Context: an optimization exercise on an open-source flow, tuned for small area, a short achievable clock period and few clock cycles per item. The choices shown serve that exercise and are no tape-out recipe. In this exercise RTL edits were held to simulation tests only and were not proved equivalent to the original. Power figures rest on the tool's default switching activity, not on a simulated workload.

job 4900:
Design tetrisGame, start of the top module:
module tetrisGame (
	input logic count,
	input logic reset,
	input logic cmdValid,
	output logic cmdReady,
	input logic [1:0] cmdCode,
	input logic [3:0] pieceKind,
	input logic [4:0] readRow,
	output logic [9:0] rowBits,
	output logic [15:0] score,
	output logic gameOver
);
Size: about 1800 cells after synthesis, ~250 flip-flops, about 42 I/O pins.
export LEC_CHECK = 0
export CAP_MARGIN = 20
export CORE_MARGIN = 2
export CORE_UTILIZATION = 38
export CTS_CLUSTER_DIAMETER = 100
export CTS_CLUSTER_SIZE = 20
export SETUP_SLACK_MARGIN = 4
export SLEW_MARGIN = 20
create_clock -name core_clock -period 10.0 [get_ports {count}]
standard.sh (not shown) runs the stock make flow with config.mk's settings and CLKGATE_MAP_FILE= SYNTH_SCRIPT=/design/flow/synth_recipe.tcl, a recipe that flattens the netlist after the stock synthesis.
==> flow/flow/run.sh <==
#!/bin/bash
# Layout flow: the standard flow (standard.sh), except that synthesis maps
# the logic with this flow's ABC script (flow/abc.script, run by
# flow/synth.tcl). The registers are the standard synthesis's: the standard
# synthesis is run first, in refsyn/, and flow/names.py gives every register
# of this flow's netlist the name the standard synthesis gives the register
# driving the same net (Yosys leaves a few unnamed, and numbers those). If
# that pairing fails, the standard synthesis is used as it is.
# Each tool's full output goes to a log file of its own in the work folder.
set -euo pipefail
work=$(pwd)
results="$work/orfs/results/$FLOW_PLATFORM/tetrisGame/base"
export FLOW_ABC_SCRIPT="$work/flow/abc.script"

# the standard synthesis, as reference for the register names
sed -E "s#WORK_HOME=('[^']*'|[^ ]*)#WORK_HOME=$work/refsyn#" standard.sh > refsyn.sh
bash refsyn.sh synth > "$work/log_refsyn.txt" 2>&1
ref="$work/refsyn/results/$FLOW_PLATFORM/tetrisGame/base/1_2_yosys.v"

# this flow's synthesis, then the register names
if bash standard.sh "SYNTH_SCRIPT=$work/flow/synth.tcl" "$results/1_2_yosys.v" > "$work/log_synth.txt" 2>&1 \
    && python3 "$work/flow/names.py" "$ref" "$results/1_2_yosys.v" > "$work/log_names.txt" 2>&1; then
  echo "own synthesis used"
else
  echo "own synthesis failed or unpaired; using the standard synthesis"
  rm -rf "$work/orfs"
  bash standard.sh synth > "$work/log_synth_standard.txt" 2>&1
fi

# floorplan to the final layout, as the standard flow makes it
bash standard.sh > "$work/log_layout.txt" 2>&1
test -s "$work/out/final.def"
Other scripts of this flow, unchanged in this note and not shown: flow/flow/abc.script, flow/flow/names.py, flow/flow/synth.tcl
Testbench counts of job 4900, summed over its fixed seeds: cycles 48,558, items 24,000.
What job 2074 does differently from job 4900 at the input level:
--- a/flow/design.v
+++ b/flow/design.v
@@ -54,21 +54,20 @@
 	input logic [4:0] readRow,
 	output logic [9:0] rowBits
 );
 	logic [9:0] board [0:19];
 	always_comb begin
 		for (int m = 0; m < 5; m++) begin
 			win[10*m +: 10] = '0;
 			for (int q = 0; q < 4; q++) begin
 				if (inWin[m + 5*q]) win[10*m +: 10] = win[10*m +: 10] | board[m + 5*q];
 			end
-			if (m < 4 && inWin[20 + m]) win[10*m +: 10] = 10'h3FF;
 		end
 	end
 	assign top0 = board[0];
 	assign top1 = board[1];
 	always_ff @(posedge count) begin
 		for (int i = 0; i < 20; i++) begin
 			logic hold, down, add;
 			hold = !reset && !shiftRow[i];
 			down = !reset && shiftRow[i];
 			add = !reset && lockPiece && inWin[i];
@@ -179,37 +178,39 @@
 		inBounds = 1'b1;
 		if (goLeft) inBounds = !pColHot[0];
 		if (goRight) inBounds = !pColHot[9] && fitsRight(pColHot << 1, shapeWidth[2*pShape +: 2]);
 		if (goRotate) inBounds = fitsRight(pColHot, rotatedWidth[2*pShape +: 2]);
 	end
 	logic hitHere, hitBelow;
 	always_comb begin
 		hitHere = 1'b0;
 		hitBelow = 1'b0;
 		for (int m = 0; m < 5; m++) begin
-			hitHere = hitHere | (|(mask[10*m +: 10] & win[10*m +: 10]));
-			hitBelow = hitBelow | (|(mask[10*m +: 10] & win[10*((m + 1) % 5) +: 10]));
+			hitHere = hitHere | (|(mask[10*m +: 10] & win[10*m +: 10]))
+				| ((|mask[10*m +: 10]) & floorSlot[m]);
+			hitBelow = hitBelow | (|(mask[10*m +: 10] & win[10*((m + 1) % 5) +: 10]))
+				| ((|mask[10*m +: 10]) & floorSlot[(m + 1) % 5]);
 		end
 	end
 	logic accept;
 	assign accept = cmdValid && (state == stReady);
 	logic moveOk;
 	assign moveOk = inBounds && !hitHere;
 	logic fallOk;
 	assign fallOk = moveOk ? !hitBelow : !fallBlockedN;
 	assign lockPiece = (state == stExec && moveOk && !fallOk) || (state == stLock);
 	logic [4:0] fullAfterLock;
 	logic [4:0] fullNow;
 	always_comb begin
 		for (int m = 0; m < 5; m++) begin
-			fullAfterLock[m] = (&(win[10*m +: 10] | mask[10*m +: 10])) && !floorSlot[m];
-			fullNow[m] = (&win[10*m +: 10]) && !floorSlot[m];
+			fullAfterLock[m] = &(win[10*m +: 10] | mask[10*m +: 10]);
+			fullNow[m] = &win[10*m +: 10];
 		end
 	end
 	logic [4:0] pick;
 	logic lastFull;
 	always_comb begin
 		pick = '0;
 		for (int m = 4; m >= 0; m--) begin
 			if (fullNow[m]) pick = 5'd1 << m;
 		end
 		lastFull = (fullNow == pick);
### Flow results
The run showing the greater tap cell count is job 2074. The arrival time reported for the critical path endpoint in job 2074 was lower than what job 4900 gave. Higher total inserted antenna cells among job 2074 and job 4900: job 2074. Compared with job 4900, job 2074 shows a lower non-clock buffer count. Clock-pin slew reported for the worst setup and hold paths after clock tree synthesis delta (job 4900 -> job 2074): insignificant. Wire length on met1, job 2074 vs job 4900: up by a little under 10%. Comparing job 2074 and job 4900, the higher clock power is on job 4900. On proportion of final cell area spent on non-clock buffers, the higher figure sits with job 4900, not job 2074. Going from job 4900 to job 2074, the clock network fraction of design power was found to have gone up by 1.6 points. Comparing the two runs side by side, job 2074 comes out ahead of job 4900 on register-to-register slack. On combinational share of power: job 2074 sits below job 4900. Job 2074 vs job 4900, chip width went up by 1.8%.
Testbench counts of job 2074, summed over its fixed seeds: cycles 48,558, items 24,000.

-- re-timing with driven ports --
No port has a modelled driver above. Below, the same layouts with a new extraction and two added sets of constraints.
Step 1, drivers: a clkbuf_16 drives count and a buf_2 each remaining input, both assumed.
Step 2 times the ports against the registers' clock, not the clock port: input delays grow and output delays shrink by t, the midpoint of the rising clock arrivals with the driver on.
Slacks: ideal / step 1 / step 2; pairs: ideal / step 1.
| run | t (ns) | slack for setup (ns) | clock arrival spread, ns |
|---|---|---|---|
| job 4900 | 0.611 | 3.618 / 3.546 / 3.546 | 0.021 / 0.021 |
| job 2074 | 0.602 | 3.656 / 3.601 / 3.601 | 0.052 / 0.052 |
After both steps setup and hold are still met in every run listed. The setup slack of job 4900, which loses most, moves by -0.072 ns with the drivers and by -0.072 ns with both steps.
